This is an optimization exercise on Yosys and OpenROAD, whose aim is small area, a short achievable clock period and few clock cycles per item, not a production implementation.
The RTL was checked by simulation tests, not by an equivalence proof against the original design.

==> design.v <==
`timescale 1ns / 1ps
module epoch_seconds_to_date (
    input  logic        i_clk,
    input  logic        i_rst_n,
    input  logic        start,
    output logic        busy,
    input  logic [31:0] i_epoch_seconds,
    output logic        o_done,
    output logic [11:0] o_year,
    output logic [3:0]  o_month,
    output logic [4:0]  o_day,
    output logic [4:0]  o_hour,
    output logic [5:0]  o_minute,
    output logic [5:0]  o_second
);
    localparam logic [22:0] DAY_RECIP     = 23'd6362914;   
    localparam logic [16:0] SECS_PER_DAY  = 17'd86400;
    localparam logic [17:0] YEAR_RECIP    = 18'd183734;    
    localparam logic [10:0] HOUR_RECIP    = 11'd1165;      
    localparam logic [11:0] SECS_PER_HOUR = 12'd3600;
    localparam logic [10:0] MIN_RECIP     = 11'd1092;      
    localparam logic [5:0]  SECS_PER_MIN  = 6'd60;
    localparam logic [11:0] FIRST_YEAR    = 12'd1970;
    localparam logic [7:0]  CENTURY_SKIP  = 8'd130;        
    localparam logic [7:0]  AFTER_SKIP    = 8'd131;
    localparam logic [3:0]  LAST_MONTH    = 4'd11;
    localparam logic [3:0]  FEBRUARY      = 4'd1;
    function automatic logic is_leap_idx(input logic [7:0] idx);
        is_leap_idx = (idx[1:0] == 2'd2) && (idx != CENTURY_SKIP);
    endfunction
    function automatic logic [15:0] year_start(input logic [7:0] idx);
        logic [16:0] acc;
        logic [8:0]  plus1;
        plus1 = 9'(idx) + 9'd1;
        acc = 17'(idx) * 17'd365 + 17'(plus1 >> 2) - 17'(idx >= AFTER_SKIP);
        year_start = acc[15:0];
    endfunction
    function automatic logic [8:0] month_start(input logic [3:0] mon, input logic leap);
        logic [8:0]  base;
        case (mon)
            4'd0:    base = 9'd0;
            4'd1:    base = 9'd31;
            4'd2:    base = 9'd59;
            4'd3:    base = 9'd90;
            4'd4:    base = 9'd120;
            4'd5:    base = 9'd151;
            4'd6:    base = 9'd181;
            4'd7:    base = 9'd212;
            4'd8:    base = 9'd243;
            4'd9:    base = 9'd273;
            4'd10:   base = 9'd304;
            4'd11:   base = 9'd334;
            default: base = '0;
        endcase
        month_start = base + 9'(leap && (mon > FEBRUARY));
    endfunction
    logic [9:0]  r_vld;
    logic [31:0] r1_secs;
    logic [47:0] n2_prod;
    logic [15:0] r2_q0;
    logic [31:0] r2_secs;
    logic [32:0] n3_prod;
    logic [32:0] n3_rem;
    logic [17:0] r3_rem;
    logic [15:0] r3_q0;
    logic [15:0] n4_days;
    logic [16:0] n4_tod;
    logic [15:0] r4_days;
    logic [16:0] r4_tod;
    logic [34:0] n5_yprod;
    logic [27:0] n5_hprod;
    logic [7:0]  r5_est;
    logic [15:0] r5_days;
    logic [4:0]  r5_h0;
    logic [16:0] r5_tod;
    logic [16:0] n6_hrem;
    logic [15:0] r6_ystart;
    logic [7:0]  r6_est;
    logic [15:0] r6_days;
    logic [4:0]  r6_h0;
    logic [12:0] r6_hrem;
    logic [17:0] n7_diff;
    logic [17:0] n7_wrap;
    logic [7:0]  n7_idx;
    logic        n7_leap;
    logic [8:0]  n7_doy;
    logic [4:0]  n7_hour;
    logic [11:0] n7_msec;
    logic [7:0]  r7_idx;
    logic        r7_leap;
    logic [8:0]  r7_doy;
    logic [4:0]  r7_hour;
    logic [11:0] r7_msec;
    logic [3:0]  n8_mon;
    logic [22:0] n8_mprod;
    logic [3:0]  r8_mon;
    logic [7:0]  r8_idx;
    logic        r8_leap;
    logic [8:0]  r8_doy;
    logic [4:0]  r8_hour;
    logic [11:0] r8_msec;
    logic [5:0]  r8_m0;
    logic [8:0]  n9_dom;
    logic [11:0] n9_srem;
    logic [3:0]  r9_mon;
    logic [7:0]  r9_idx;
    logic [4:0]  r9_day;
    logic [4:0]  r9_hour;
    logic [5:0]  r9_m0;
    logic [6:0]  r9_srem;
    logic [11:0] r10_year;
    logic [3:0]  r10_month;
    logic [4:0]  r10_day;
    logic [4:0]  r10_hour;
    logic [5:0]  r10_minute;
    logic [5:0]  r10_second;
    assign busy = 1'b0;
    always_ff @(posedge i_clk) begin
        if (!i_rst_n) begin
            r_vld <= '0;
        end else begin
            r_vld <= {r_vld[8:0], start};
        end
    end
    always_comb begin
        n2_prod = 48'(r1_secs[31:7]) * 48'(DAY_RECIP);
        n3_prod = 33'(r2_q0) * 33'(SECS_PER_DAY);
        n3_rem  = 33'(r2_secs) - n3_prod;
        if (r3_rem >= 18'(SECS_PER_DAY)) begin
            n4_days = r3_q0 + 16'd1;
            n4_tod  = 17'(r3_rem - 18'(SECS_PER_DAY));
        end else begin
            n4_days = r3_q0;
            n4_tod  = r3_rem[16:0];
        end
        n5_yprod = 35'(17'(r4_days) + 17'd2) * 35'(YEAR_RECIP);
        n5_hprod = 28'(r4_tod) * 28'(HOUR_RECIP);
        n6_hrem = r5_tod - 17'(r5_h0) * 17'(SECS_PER_HOUR);
        n7_diff = 18'(r6_days) - 18'(r6_ystart);
        if (n7_diff[17]) begin
            n7_idx  = r6_est - 8'd1;
            n7_leap = is_leap_idx(n7_idx);
            n7_wrap = n7_diff + 18'd365 + 18'(n7_leap);
            n7_doy  = n7_wrap[8:0];
        end else begin
            n7_idx  = r6_est;
            n7_leap = is_leap_idx(r6_est);
            n7_wrap = n7_diff;
            n7_doy  = n7_diff[8:0];
        end
        if (r6_hrem >= 13'(SECS_PER_HOUR)) begin
            n7_hour = r6_h0 + 5'd1;
            n7_msec = 12'(r6_hrem - 13'(SECS_PER_HOUR));
        end else begin
            n7_hour = r6_h0;
            n7_msec = r6_hrem[11:0];
        end
        n8_mon = '0;
        for (int m = 1; m < 12; m++) begin
            n8_mon = n8_mon + 4'(r7_doy >= month_start(4'(m), r7_leap));
        end
        n8_mprod = 23'(r7_msec) * 23'(MIN_RECIP);
        n9_dom  = r8_doy - month_start(r8_mon, r8_leap) + 9'd1;
        n9_srem = r8_msec - 12'(r8_m0) * 12'(SECS_PER_MIN);
    end
    always_ff @(posedge i_clk) begin
        r1_secs <= i_epoch_seconds;
        r2_q0   <= n2_prod[47:32];
        r2_secs <= r1_secs;
        r3_rem <= n3_rem[17:0];
        r3_q0  <= r2_q0;
        r4_days <= n4_days;
        r4_tod  <= n4_tod;
        r5_est  <= n5_yprod[33:26];
        r5_days <= r4_days;
        r5_h0   <= n5_hprod[26:22];
        r5_tod  <= r4_tod;
        r6_ystart <= year_start(r5_est);
        r6_est    <= r5_est;
        r6_days   <= r5_days;
        r6_h0     <= r5_h0;
        r6_hrem   <= n6_hrem[12:0];
        r7_idx  <= n7_idx;
        r7_leap <= n7_leap;
        r7_doy  <= n7_doy;
        r7_hour <= n7_hour;
        r7_msec <= n7_msec;
        r8_mon  <= n8_mon;
        r8_idx  <= r7_idx;
        r8_leap <= r7_leap;
        r8_doy  <= r7_doy;
        r8_hour <= r7_hour;
        r8_msec <= r7_msec;
        r8_m0   <= n8_mprod[21:16];
        r9_mon  <= r8_mon;
        r9_idx  <= r8_idx;
        r9_day  <= n9_dom[4:0];
        r9_hour <= r8_hour;
        r9_m0   <= r8_m0;
        r9_srem <= n9_srem[6:0];
        r10_year  <= FIRST_YEAR + 12'(r9_idx);
        r10_month <= r9_mon + 4'd1;
        r10_day   <= r9_day;
        r10_hour  <= r9_hour;
        if (r9_srem >= 7'(SECS_PER_MIN)) begin
            r10_minute <= r9_m0 + 6'd1;
            r10_second <= 6'(r9_srem - 7'(SECS_PER_MIN));
        end else begin
            r10_minute <= r9_m0;
            r10_second <= r9_srem[5:0];
        end
    end
    assign o_done   = r_vld[9];
    assign o_year   = r10_year;
    assign o_month  = r10_month;
    assign o_day    = r10_day;
    assign o_hour   = r10_hour;
    assign o_minute = r10_minute;
    assign o_second = r10_second;
endmodule
==> run.sh <==
#!/bin/bash
# synth_recipe.tcl (not shown) runs the flow's synth.tcl, then flattens the netlist and writes it again
# the make line also repeats each setting of config.mk as NAME=value (left out here)
make -C /OpenROAD-flow-scripts/flow DESIGN_CONFIG=/design/flow/config.mk WORK_HOME=/design/flow/orfs CLKGATE_MAP_FILE= SYNTH_SCRIPT=/design/flow/synth_recipe.tcl finish
==> config.mk <==
export PLATFORM = sky130hd
export DESIGN_NAME = epoch_seconds_to_date
export DESIGN_NICKNAME = epoch_seconds_to_date
export VERILOG_FILES = /design/flow/design.v
export SDC_FILE = /design/flow/constraint.sdc
export NUM_CORES = 4
export LEC_CHECK = 0
export CAP_MARGIN = 20
export CORE_MARGIN = 2
export CORE_UTILIZATION = 40
export SLEW_MARGIN = 20
==> constraint.sdc <==
create_clock -name core_clock -period 20.0 [get_ports {i_clk}]
set_input_delay 4.0000 -clock core_clock [delete_from_list [all_inputs] [get_ports {i_clk}]]
set_output_delay 4.0000 -clock core_clock [all_outputs]
set_load 0.01 [all_outputs]
==> results.txt, run 1 <==
----------------------------------------------------
[Setup path]
  Worst-path maximum fanout ... 6
  Worst Path Buf+Inv ... 5
  Critical Path Sink Type ... flip-flop
  Startpoint-to-endpoint class of the critical path ... flip-flop to flip-flop
  Worst EP required ... 20.45 ns
  Cell at the slowest stage of the critical path ... sky130_fd_sc_hd__a2111oi_1
  Largest stage delay on the critical path ... 0.57 ns
  R2R setup slack ... 12.62 ns
  Library cell appearing most often on the critical path ... sky130_fd_sc_hd__inv_1
  Delay-heaviest family, CP ... adder cells
  Worst reg2reg path endpoint ... r5_est[7]
  CP startpoint kind ... flip-flop
  Data arrival time of the critical path ... 7.84 ns
  Number of cells on the worst reg-to-reg path ... 26
  R2R Path Start ... r4_days[3]

[Global routing]
  Global-route wire length before repair ... 97.49 mm
  Global route total overflow ... 0
  Vias in the first global route ... 19810
  Maximum number of pins on one net before global-route repair ... 17
  Combined global-route utilization of all metal layers ... 0.1492
  Antenna violations before repair ... 4

[Route]
  DRT Pass-1 Iters ... 5
  Antenna violation net count after detailed routing ... 0
  Wirelength per Cell ... 13.95 µm
  1st-iter DRT viols ... 600
  Remaining routing DRC violations ... 0
  Vias per cell ... 4.614
  Total Routed Length ... 56.98 mm
  Detailed-route via count ... 18840

[Clock network]
  H-Tree Depth ... 2
  Number of buffers created by CTS ... 46
  CTS tree ... built
  Clock latency on the worst-skew pair ... 0.58 ns
  CTS Root Cell ... sky130_fd_sc_hd__clkbuf_16
  Number of setup buffers added after CTS ... 0
  Number of sinks driven by the clock tree ... 392
  Resized Gates After CTS ... 0
  Hold_buf cts ... 0
  CTS Buffer Depth ... 3
  Clock-pin slew on the worst setup and hold paths ... 0.05 ns

[Timing]
  Period minus WS final ... 7.383 ns
  Setup TNS ... 0 ns
  Endpoints failing hold ... 0
  Unrepaired setup endpoints after global routing ... no
  Remaining max-slew budget at the tightest pin ... 0.3940
  Post-route fraction of the period consumed by the critical path ... 0.3692
  Post-Route Skew ... 0.01990 ns
  Max Clock Freq ... 135.4 MHz
  Worst Max-Slew Pin Slew ... 0.9024 ns
  Final number of setup-violating endpoints ... 0
  Final number of max-transition violations ... 0

[Cells and area]
  Number of antenna repair diodes ... 0
  NumNets Final ... 4083
  Total area of multi-input combinational cells ... 21110 µm²
  Relative area change from synthesis to final layout ... 11.67%
  Register Area ... 7848 µm²
  Filler Cell Count ... 7326
  Fraction of layout cells with a size suffix above 1 ... 0.03909

[Placed design]
  Gpl congestion ... 0.8731
  Estimated wirelength of the detail-placed design ... 47.48 mm
  Count of buffers from port buffering ... 73

[Floorplanning]
  Die Outline Area ... 80260 µm²
  Row Count ... 102
  Chip Height ... 283.3 µm
  CORE AREA ... 77340 µm²
  DIE WIDTH ... 283.3 µm
  IO Pins ... 75
  Initial standard-cell utilization of the core ... 0.4035

[Worst hold path]
  Worst min-delay path category ... flip-flop to flip-flop
  Hold path start ... r5_days[15]
  Endpoint, Worst Hold ... r6_days[15]
  Number of cells on the worst hold path ... 0

[Yosys]
  Number of distinct library cells after synthesis ... 72
  Post-synthesis net count ... 3965
  Sequential fraction of the synthesis area ... 0.2515
  Total of warnings raised by yosys ... 1
  Most common flop cell mapped by yosys ... sky130_fd_sc_hd__dfxtp_1
  Synthesized instance count ... 2889
  FF+latch count, synth ... 392
  Share of async-settable or async-resettable flops after synthesis ... 0
  Avg Synthesized Cell Area ... 10.80 µm²
  Leading cell types by total area after synthesis ... sky130_fd_sc_hd__ha_1, sky130_fd_sc_hd__dfxtp_1, sky130_fd_sc_hd__fa_1
  Largest area contributor in the netlist ... sky130_fd_sc_hd__ha_1
  Post-synth EDFFs ... 0
  Fraction of post-synthesis cell area in the top cell type by area ... 0.2903
  Combined area of all synthesized cells ... 31200 µm²

[Outcome]
  Run status ... timing/DRC/antenna clean

[Flow run]
  Reported max-cap violation count ... 0

----------------------------------------------------
==> cell usage after synthesis, types with 3 or more instances <==
library cell                  n
sky130_fd_sc_hd__and3_1      14
sky130_fd_sc_hd__inv_1      587
sky130_fd_sc_hd__a21oi_1     97
sky130_fd_sc_hd__nor2_1      62
sky130_fd_sc_hd__nor3_1      32
sky130_fd_sc_hd__a2111oi_0    4
sky130_fd_sc_hd__xnor2_1    161
sky130_fd_sc_hd__o21a_1      12
sky130_fd_sc_hd__ha_1       724
sky130_fd_sc_hd__nand3_1     30
sky130_fd_sc_hd__o21bai_1    12
sky130_fd_sc_hd__or2_2        8
sky130_fd_sc_hd__or3_1        7
sky130_fd_sc_hd__dfxtp_1    392
sky130_fd_sc_hd__o211ai_1     9
sky130_fd_sc_hd__nand2b_1    13
sky130_fd_sc_hd__a31o_2       5
sky130_fd_sc_hd__fa_1       317
sky130_fd_sc_hd__clkbuf_1     7
sky130_fd_sc_hd__a21boi_0     5
sky130_fd_sc_hd__o31ai_1      7
sky130_fd_sc_hd__o21ai_0     42
sky130_fd_sc_hd__mux2_2       4
sky130_fd_sc_hd__a21o_1      52
sky130_fd_sc_hd__mux2i_1      5
sky130_fd_sc_hd__nand2_1     79
sky130_fd_sc_hd__a211o_1      5
sky130_fd_sc_hd__and2_1      18
sky130_fd_sc_hd__nor2b_1     14
sky130_fd_sc_hd__o22ai_1      3
sky130_fd_sc_hd__a31oi_1      5
sky130_fd_sc_hd__xor2_1      74
sky130_fd_sc_hd__a211oi_1    10
sky130_fd_sc_hd__nand4_1     19
sky130_fd_sc_hd__or4_1        3
sky130_fd_sc_hd__nor4_1       5
==> cell usage in the layout (no fill, tap or decap), drive strengths merged, types with 4 or more instances in the layout <==
master and n:
nand2 79, a211oi 11, inv 593, dfxtp 392
nand2b 13, o21bai 12, nor3 32, nand4 19
xnor2 161, clkinv 14, buf 7, clkdlybuf4s50 73
nor2 62, clkbuf 57, clkinvlp 4, a2111oi 6
a21o 53, ha 724, bufinv 5, and3 14
or3 8, and2 19, xor2 74, nor4 5
a31oi 5, a21boi 7, nand3 30, a211o 5
o21a 12, o31ai 8, mux2 4, a21oi 99
a31o 5, nor2b 14, or2 8, fa 317
mux2i 5, o21ai 42, o211ai 9
==> per-layer routing <==
metal	track usage	share of wire	wire length, µm
met3	0.01820	0.031	1743
met1	0.1902	0.46	26050
met2	0.2632	0.49	27790
met5	0	0	0
met4	0.04484	0.025	1403
==> logic make-up (layout without fill, tap and decap cells) <==
kind of cell	Yosys count	count (layout)	synth area share
buffers and inverters	598	753	0.07213
multiplexers	9	9	0.003047
other	1	1	0.0001202
AO/OA/AOI/OAI	296	296	0.06247
adder cells (fa/ha/maj)	1041	1041	0.4937
XOR/XNOR	235	235	0.06596
flip-flops	392	392	0.2515
AND/OR/NAND/NOR	317	317	0.05112
==> worst max path at each step <==
stage                          start        end  slack (ns)  depth (start not counted)
after detailed placement  r4_days[3]  r5_est[7]       12.63                         26
final                     r4_days[3]  r5_est[7]       12.62                         26
after global routing      r4_days[3]  r5_est[7]       12.12                         26
after floorplan           r4_days[4]  r5_est[7]       13.40                         24
after global placement    r4_days[3]  r5_est[7]       12.81                         24
after CTS                 r4_days[3]  r5_est[7]       12.62                         26
==> final cells by class <==
| cell class | instances | share of cell area |
|---|---|---|
| multi-input combinational | 1899 | 0.6057 |
| sequential | 392 | 0.2252 |
| inverter | 588 | 0.06334 |
| tap | 1040 | 0.03734 |
| clock buffer | 57 | 0.03652 |
| timing repair buffer | 80 | 0.02248 |
| clock inverter | 28 | 0.009408 |
==> registers in the layout, summed over array words and instances (netlist names), 9 cells and up, named ones only <==
name       cells
r6_hrem       13
r3_rem        18
r1_secs       32
r_vld         10
r7_doy         9
r2_secs       18
r4_days       16
r10_year      12
r2_q0         16
r6_ystart     16
r7_msec       12
r4_tod        17
r6_days       16
r3_q0         16
r5_days       16
r5_tod        13
==> through the flow <==
stage / worst slack, ns / cells / hold slack, ns / util / instance area [µm²]
2_1_floorplan: 13.40 / 2889 / 0.3096 / - / 31200
3_3_place_gp: 12.81 / 3999 / 0.3100 / 0.4299 / 33250
3_5_place_dp: 12.63 / 3999 / 0.3121 / 0.4299 / 33250
4_1_cts: 12.62 / 4084 / 0.3111 / 0.4506 / 34850
5_1_grt: 12.12 / 4084 / 0.3290 / 0.4506 / 34850
6_report: 12.62 / 4084 / 0.3215 / 0.4506 / 34850
Testbench counts, summed over its fixed seeds: cycles 32,008, items 3,200.
==> inputs of run 2 (changes only) <==
==> design.v (replaced) <==
`timescale 1ns / 1ps
module epoch_seconds_to_date (
    input  logic        i_clk,
    input  logic        i_rst_n,
    input  logic        start,
    output logic        busy,
    input  logic [31:0] i_epoch_seconds,
    output logic        o_done,
    output logic [11:0] o_year,
    output logic [3:0]  o_month,
    output logic [4:0]  o_day,
    output logic [4:0]  o_hour,
    output logic [5:0]  o_minute,
    output logic [5:0]  o_second
);
    localparam logic [26:0] DAY_RECIP = 27'd50903317;   
    localparam logic [31:0] SKIP_2100 = 32'd4107542400;
    logic        r_vld;
    logic [15:0] r_days;
    logic        r_skip;
    logic [9:0]  r_qlo;
    logic [6:0]  r_s7;
    logic [51:0] n_dprod;
    always_comb begin
        n_dprod = 52'(i_epoch_seconds[31:7]) * 52'(DAY_RECIP);
    end
    always_ff @(posedge i_clk) begin
        if (!i_rst_n) r_vld <= 1'b0;
        else          r_vld <= start;
    end
    always_ff @(posedge i_clk) begin
        r_days <= n_dprod[50:35];
        r_skip <= i_epoch_seconds >= SKIP_2100;
        r_qlo  <= i_epoch_seconds[16:7];
        r_s7   <= i_epoch_seconds[6:0];
    end
    logic [15:0] dd;
    logic [7:0]  yidx;        
    logic [32:0] yprod;
    logic [8:0]  doy;         
    logic [3:0]  mp;          
    logic [8:0]  mstart;
    logic [9:0]  rem;         
    logic [12:0] u;
    logic [14:0] x;
    logic [23:0] hprod;
    logic [30:0] mprod;
    logic [4:0]  hour;
    logic [10:0] mt;          
    always_comb begin
        dd    = r_days + 16'd671 + 16'(r_skip);
        yprod = 33'(dd) * 33'd91867 + 33'd70284;    
        yidx  = yprod[25 +: 8] ;
        doy   = 9'(dd) - 9'(yidx) * 9'd365 - 9'(yidx >> 2);
        mp = 4'd0;
        if (doy >= 9'd31)  mp = 4'd1;
        if (doy >= 9'd61)  mp = 4'd2;
        if (doy >= 9'd92)  mp = 4'd3;
        if (doy >= 9'd122) mp = 4'd4;
        if (doy >= 9'd153) mp = 4'd5;
        if (doy >= 9'd184) mp = 4'd6;
        if (doy >= 9'd214) mp = 4'd7;
        if (doy >= 9'd245) mp = 4'd8;
        if (doy >= 9'd275) mp = 4'd9;
        if (doy >= 9'd306) mp = 4'd10;
        if (doy >= 9'd337) mp = 4'd11;
        case (mp)
            4'd0:    mstart = 9'd0;
            4'd1:    mstart = 9'd31;
            4'd2:    mstart = 9'd61;
            4'd3:    mstart = 9'd92;
            4'd4:    mstart = 9'd122;
            4'd5:    mstart = 9'd153;
            4'd6:    mstart = 9'd184;
            4'd7:    mstart = 9'd214;
            4'd8:    mstart = 9'd245;
            4'd9:    mstart = 9'd275;
            4'd10:   mstart = 9'd306;
            default: mstart = 9'd337;
        endcase
        rem   = r_qlo - 10'(r_days) * 10'd675;
        u     = {rem, r_s7[6:4]};                       
        x     = {rem, r_s7[6:2]};                       
        hprod = 24'(u) * 24'd1165 + 24'd437;            
        mprod = 31'(x) * 31'd4369 + 31'd1439;           
        hour  = hprod[18 +: 5];
        mt    = mprod[16 +: 11];
    end
    assign busy     = 1'b0;
    assign o_done   = r_vld;
    assign o_year   = 12'd1968 + 12'(yidx) + 12'(mp >= 4'd10);
    assign o_month  = (mp >= 4'd10) ? mp - 4'd9 : mp + 4'd3;
    assign o_day    = 5'(doy) - 5'(mstart) + 5'd1;
    assign o_hour   = hour;
    assign o_minute = 6'(mt) + {hour[3:0], 2'b00};
    assign o_second = {4'(x) + 4'(mt), r_s7[1:0]};
endmodule
==> results.txt, run 2 <==
----------------------------------------------------
[Route]
  DRT Pass-1 Iters ... 4 (-1)
  Antenna violation net count after detailed routing ... 0 (unchanged)
  Remaining routing DRC violations ... 0 (unchanged)
  Vias per cell ... 4.869 (+5.5%)
  Total Routed Length ... 48.39 mm (-15%)
  Detailed-route via count ... 14710 (-22%)
  1st-iter DRT viols ... 503 (-16%)
  Wirelength per Cell ... 16.02 µm (+15%)

[Yosys]
  Fraction of post-synthesis cell area in the top cell type by area ... 0.3637 (+0.07341)
  Total of warnings raised by yosys ... 1 (unchanged)
  Number of distinct library cells after synthesis ... 75 (+4.2%)
  Synthesized instance count ... 2230 (-23%)
  Post-synth EDFFs ... 0 (unchanged)
  Combined area of all synthesized cells ... 22120 µm² (-29%)
  Top post-synthesis cells by count ... sky130_fd_sc_hd__ha_1, sky130_fd_sc_hd__inv_1, sky130_fd_sc_hd__fa_1
  Leading cell types by total area after synthesis ... sky130_fd_sc_hd__ha_1, sky130_fd_sc_hd__fa_1, sky130_fd_sc_hd__inv_1
  Post-synthesis net count ... 3271 (-18%)
  Largest area contributor in the netlist ... sky130_fd_sc_hd__ha_1
  FF+latch count, synth ... 35 (-91%)
  Sequential fraction of the synthesis area ... 0.03168 (-0.2198)
  Avg Synthesized Cell Area ... 9.919 µm² (-8.2%)
  Top-count cell post-synth ... sky130_fd_sc_hd__ha_1
  Share of async-settable or async-resettable flops after synthesis ... 0 (unchanged)
  Most common flop cell mapped by yosys ... sky130_fd_sc_hd__dfxtp_1

[Cells and area]
  NumNets Final ... 3357 (-18%)
  Largest regs ... r_days (16), r_qlo (10), r_s7 (7)
  Most common library cell in the layout ignoring fill and taps ... sky130_fd_sc_hd__ha_1
  Commonest cells after routing, fill and taps aside ... sky130_fd_sc_hd__ha_1, sky130_fd_sc_hd__inv_1, sky130_fd_sc_hd__fa_1, sky130_fd_sc_hd__clkdlybuf4s50_1, sky130_fd_sc_hd__xnor2_1
  Number of antenna repair diodes ... 0 (unchanged)
  Final Util ... 0.4372 (-0.01333)
  Flip-flop count of the largest register after layout ... 16 (-50%)
  Fraction of layout cells with a size suffix above 1 ... 0.02417 (-0.01492)
  Filler Cell Count ... 5233 (-29%)
  Top reg by flops ... r_days
  Relative area change from synthesis to final layout ... 8.473%

[Global routing]
  Global-route wire length before repair ... 80.93 mm (-17%)
  Vias in the first global route ... 16090 (-19%)
  Combined global-route utilization of all metal layers ... 0.1787 (+0.02950)
  Maximum number of pins on one net before global-route repair ... 14 (-3)
  Global route total overflow ... 0 (unchanged)
  Antenna violations before repair ... 0 (-4)

[Clock network]
  Number of setup buffers added after CTS ... 0 (unchanged)
  CTS Buffer Depth ... 2 (-1)
  CTS tree ... built
  Number of sinks driven by the clock tree ... 35 (-91%)
  H-Tree Depth ... 2 (unchanged)
  Hold_buf cts ... 0 (unchanged)
  Resized Gates After CTS ... 0 (unchanged)
  Number of buffers created by CTS ... 5 (-89%)
  Clock-pin slew on the worst setup and hold paths ... 0.08 ns (+0.03 ns)
  CTS Root Cell ... sky130_fd_sc_hd__clkbuf_16

[Timing]
  Unrepaired setup endpoints after global routing ... no
  Remaining max-slew budget at the tightest pin ... 0.3012 (-0.09281)
  Max Clock Freq ... 52.44 MHz (-61%)
  Final number of max-transition violations ... 0 (unchanged)
  Post-route fraction of the period consumed by the critical path ... 0.9534 (+0.5842)
  Endpoints failing hold ... 0 (unchanged)
  Final number of setup-violating endpoints ... 0 (unchanged)
  Worst Max-Slew Pin Slew ... 1.045 ns (+0.1422 ns)
  Setup TNS ... 0 ns (unchanged)
  Period minus WS final ... 19.07 ns (+11.68 ns)

[Floorplanning]
  Chip Height ... 239.2 µm (-16%)
  Row Count ... 86 (-16%)
  Die Outline Area ... 57200 µm² (-29%)
  DIE WIDTH ... 239.2 µm (-16%)
  Initial standard-cell utilization of the core ... 0.4031 (-0.0004035)
  CORE AREA ... 54880 µm² (-29%)
  IO Pins ... 75 (unchanged)

[Flow run]
  Reported max-cap violation count ... 0 (unchanged)

[Setup path]
  Data arrival time of the critical path ... 15.07 ns (+7.23 ns)
  Critical Path Sink Type ... primary output
  Library cell appearing most often on the critical path ... sky130_fd_sc_hd__inv_1
  Largest stage delay on the critical path ... 0.55 ns (-0.02 ns)
  Cell at the slowest stage of the critical path ... sky130_fd_sc_hd__fa_1
  Worst EP required ... 16.00 ns (-4.45 ns)
  Worst setup startpoint ... r_days[0]
  Startpoint-to-endpoint class of the critical path ... flip-flop to primary output
  Worst-path maximum fanout ... 8 (+2)
  CP startpoint kind ... flip-flop

[Outcome]
  Run status ... timing/DRC/antenna clean

[Placed design]
  Count of buffers from port buffering ... 73 (unchanged)
  Gpl congestion ... 0.8854 (+1.4%)
  Estimated wirelength of the detail-placed design ... 43.20 mm (-9.0%)

[Worst hold path]
  Number of cells on the worst hold path ... 1 (+1)
  Hold path start ... i_epoch_seconds[2]
  Worst min-delay path category ... primary input to flip-flop
  Endpoint, Worst Hold ... r_s7[2]

----------------------------------------------------
## run 2: cell types whose count changed after synthesis, moves of 7 or more
cell                      before  now
sky130_fd_sc_hd__fa_1        317  363
sky130_fd_sc_hd__xor2_1       74   38
sky130_fd_sc_hd__a21o_1       52   35
sky130_fd_sc_hd__nand4_1      19   12
sky130_fd_sc_hd__nand3_1      30   19
sky130_fd_sc_hd__xnor2_1     161   69
sky130_fd_sc_hd__nand2_1      79   40
sky130_fd_sc_hd__nor3_1       32    9
sky130_fd_sc_hd__inv_1       587  623
sky130_fd_sc_hd__ha_1        724  643
sky130_fd_sc_hd__and2_1       18    7
sky130_fd_sc_hd__a21oi_1      97   59
sky130_fd_sc_hd__dfxtp_1     392   35
## run 2: worst max path at each step
stage | to | depth (start not counted)
after global placement | o_day[4] | 56
after CTS | o_day[4] | 56
after detailed placement | o_day[4] | 56
after floorplan | o_day[4] | 56
after global routing | o_day[4] | 61
final | o_day[4] | 61
## run 2: cell type report
class                   instances  area, µm²  area share
multi-input cells            1563      19070      0.7946
inverters                     624       2342     0.09762
well taps                     704      880.8     0.03671
repair buffers                 87      835.8     0.03483
flip-flops and latches         35      700.7     0.02920
clock buffers                   5      125.1    0.005215
clock inverters                 3      43.79    0.001825
## run 2: cell families (layout without fill, tap and decap cells)
| logic type | Yosys count | count (layout) | synth area share |
|---|---|---|---|
| muxes | 8 | 8 | 0.004638 |
| adders and majority gates | 1006 | 1006 | 0.6922 |
| other | 1 | 1 | 0.0001695 |
| buffers and inverters | 632 | 719 | 0.1085 |
| xor gates and xnor gates | 110 | 110 | 0.04565 |
| DFF | 35 | 35 | 0.03168 |
| and+or+nand+nor | 216 | 216 | 0.05006 |
| AOI/OAI and AO/OA | 222 | 222 | 0.06709 |
## run 2: per-stage QoR
step / setup WS (ns) / instances / hold WS [ns] / area, µm²
CTS: 0.3053 / 3021 / 4.113 / 23950
detailed placement: 0.7179 / 3013 / 4.452 / 23780
floorplan: 2.415 / 2230 / 4.028 / 22120
global placement: 1.092 / 3013 / 4.451 / 23780
global route: 0.008283 / 3021 / 4.117 / 23990
finish: 0.9323 / 3021 / 4.124 / 23990
## run 2: routing by layer
metal  wire length, µm  up-vias  part of all wire  track usage
met5                 0        -                 0            0
met4               611        0             0.013      0.03106
met3              1145       33             0.024      0.01236
met2             24170      169              0.50       0.3241
met1             22460     7244              0.46       0.2353
li1                  -     7263                 -            -
## run 2: worst max-delay path, delay by kind of cell (launching register included)
kind                     cells  cell delay (ns)
AND/OR/NAND/NOR              2             0.43
multiplexers                 3             0.56
buffers and inverters       14             1.50
flip-flops                   1             0.37
AO/OA/AOI/OAI               17             3.75
adder cells (fa/ha/maj)     18             6.65
XOR/XNOR                     7             1.49
Testbench counts of run 2, summed over its fixed seeds: cycles 3,208, items 3,200.

==> re-timing with driven ports <==
No port has a modelled driver above. Below, the same layouts with a new extraction and two added sets of constraints.
Step 1, drivers: a clkbuf_16 drives i_clk and a buf_2 each remaining input, both assumed.
Step 2 also shifts input and output timing later by t, the mid clock arrival at the registers, as if the neighbouring blocks saw the same clock.
Three values: ideal ports, drivers, drivers and shift; two values: the first two.
run | t, ns | slack for setup (ns) | worst hold slack (ns) | worst data-port slew with drivers (ns)
run 1 | 0.633 | 12.617 / 12.617 / 12.617 | 0.322 / 0.322 / 0.322 | 0.06
run 2 | 0.352 | 0.932 / 0.888 / 1.239 | 4.124 / 4.105 / 4.457 | 0.04
After both steps every run listed still meets setup and hold.
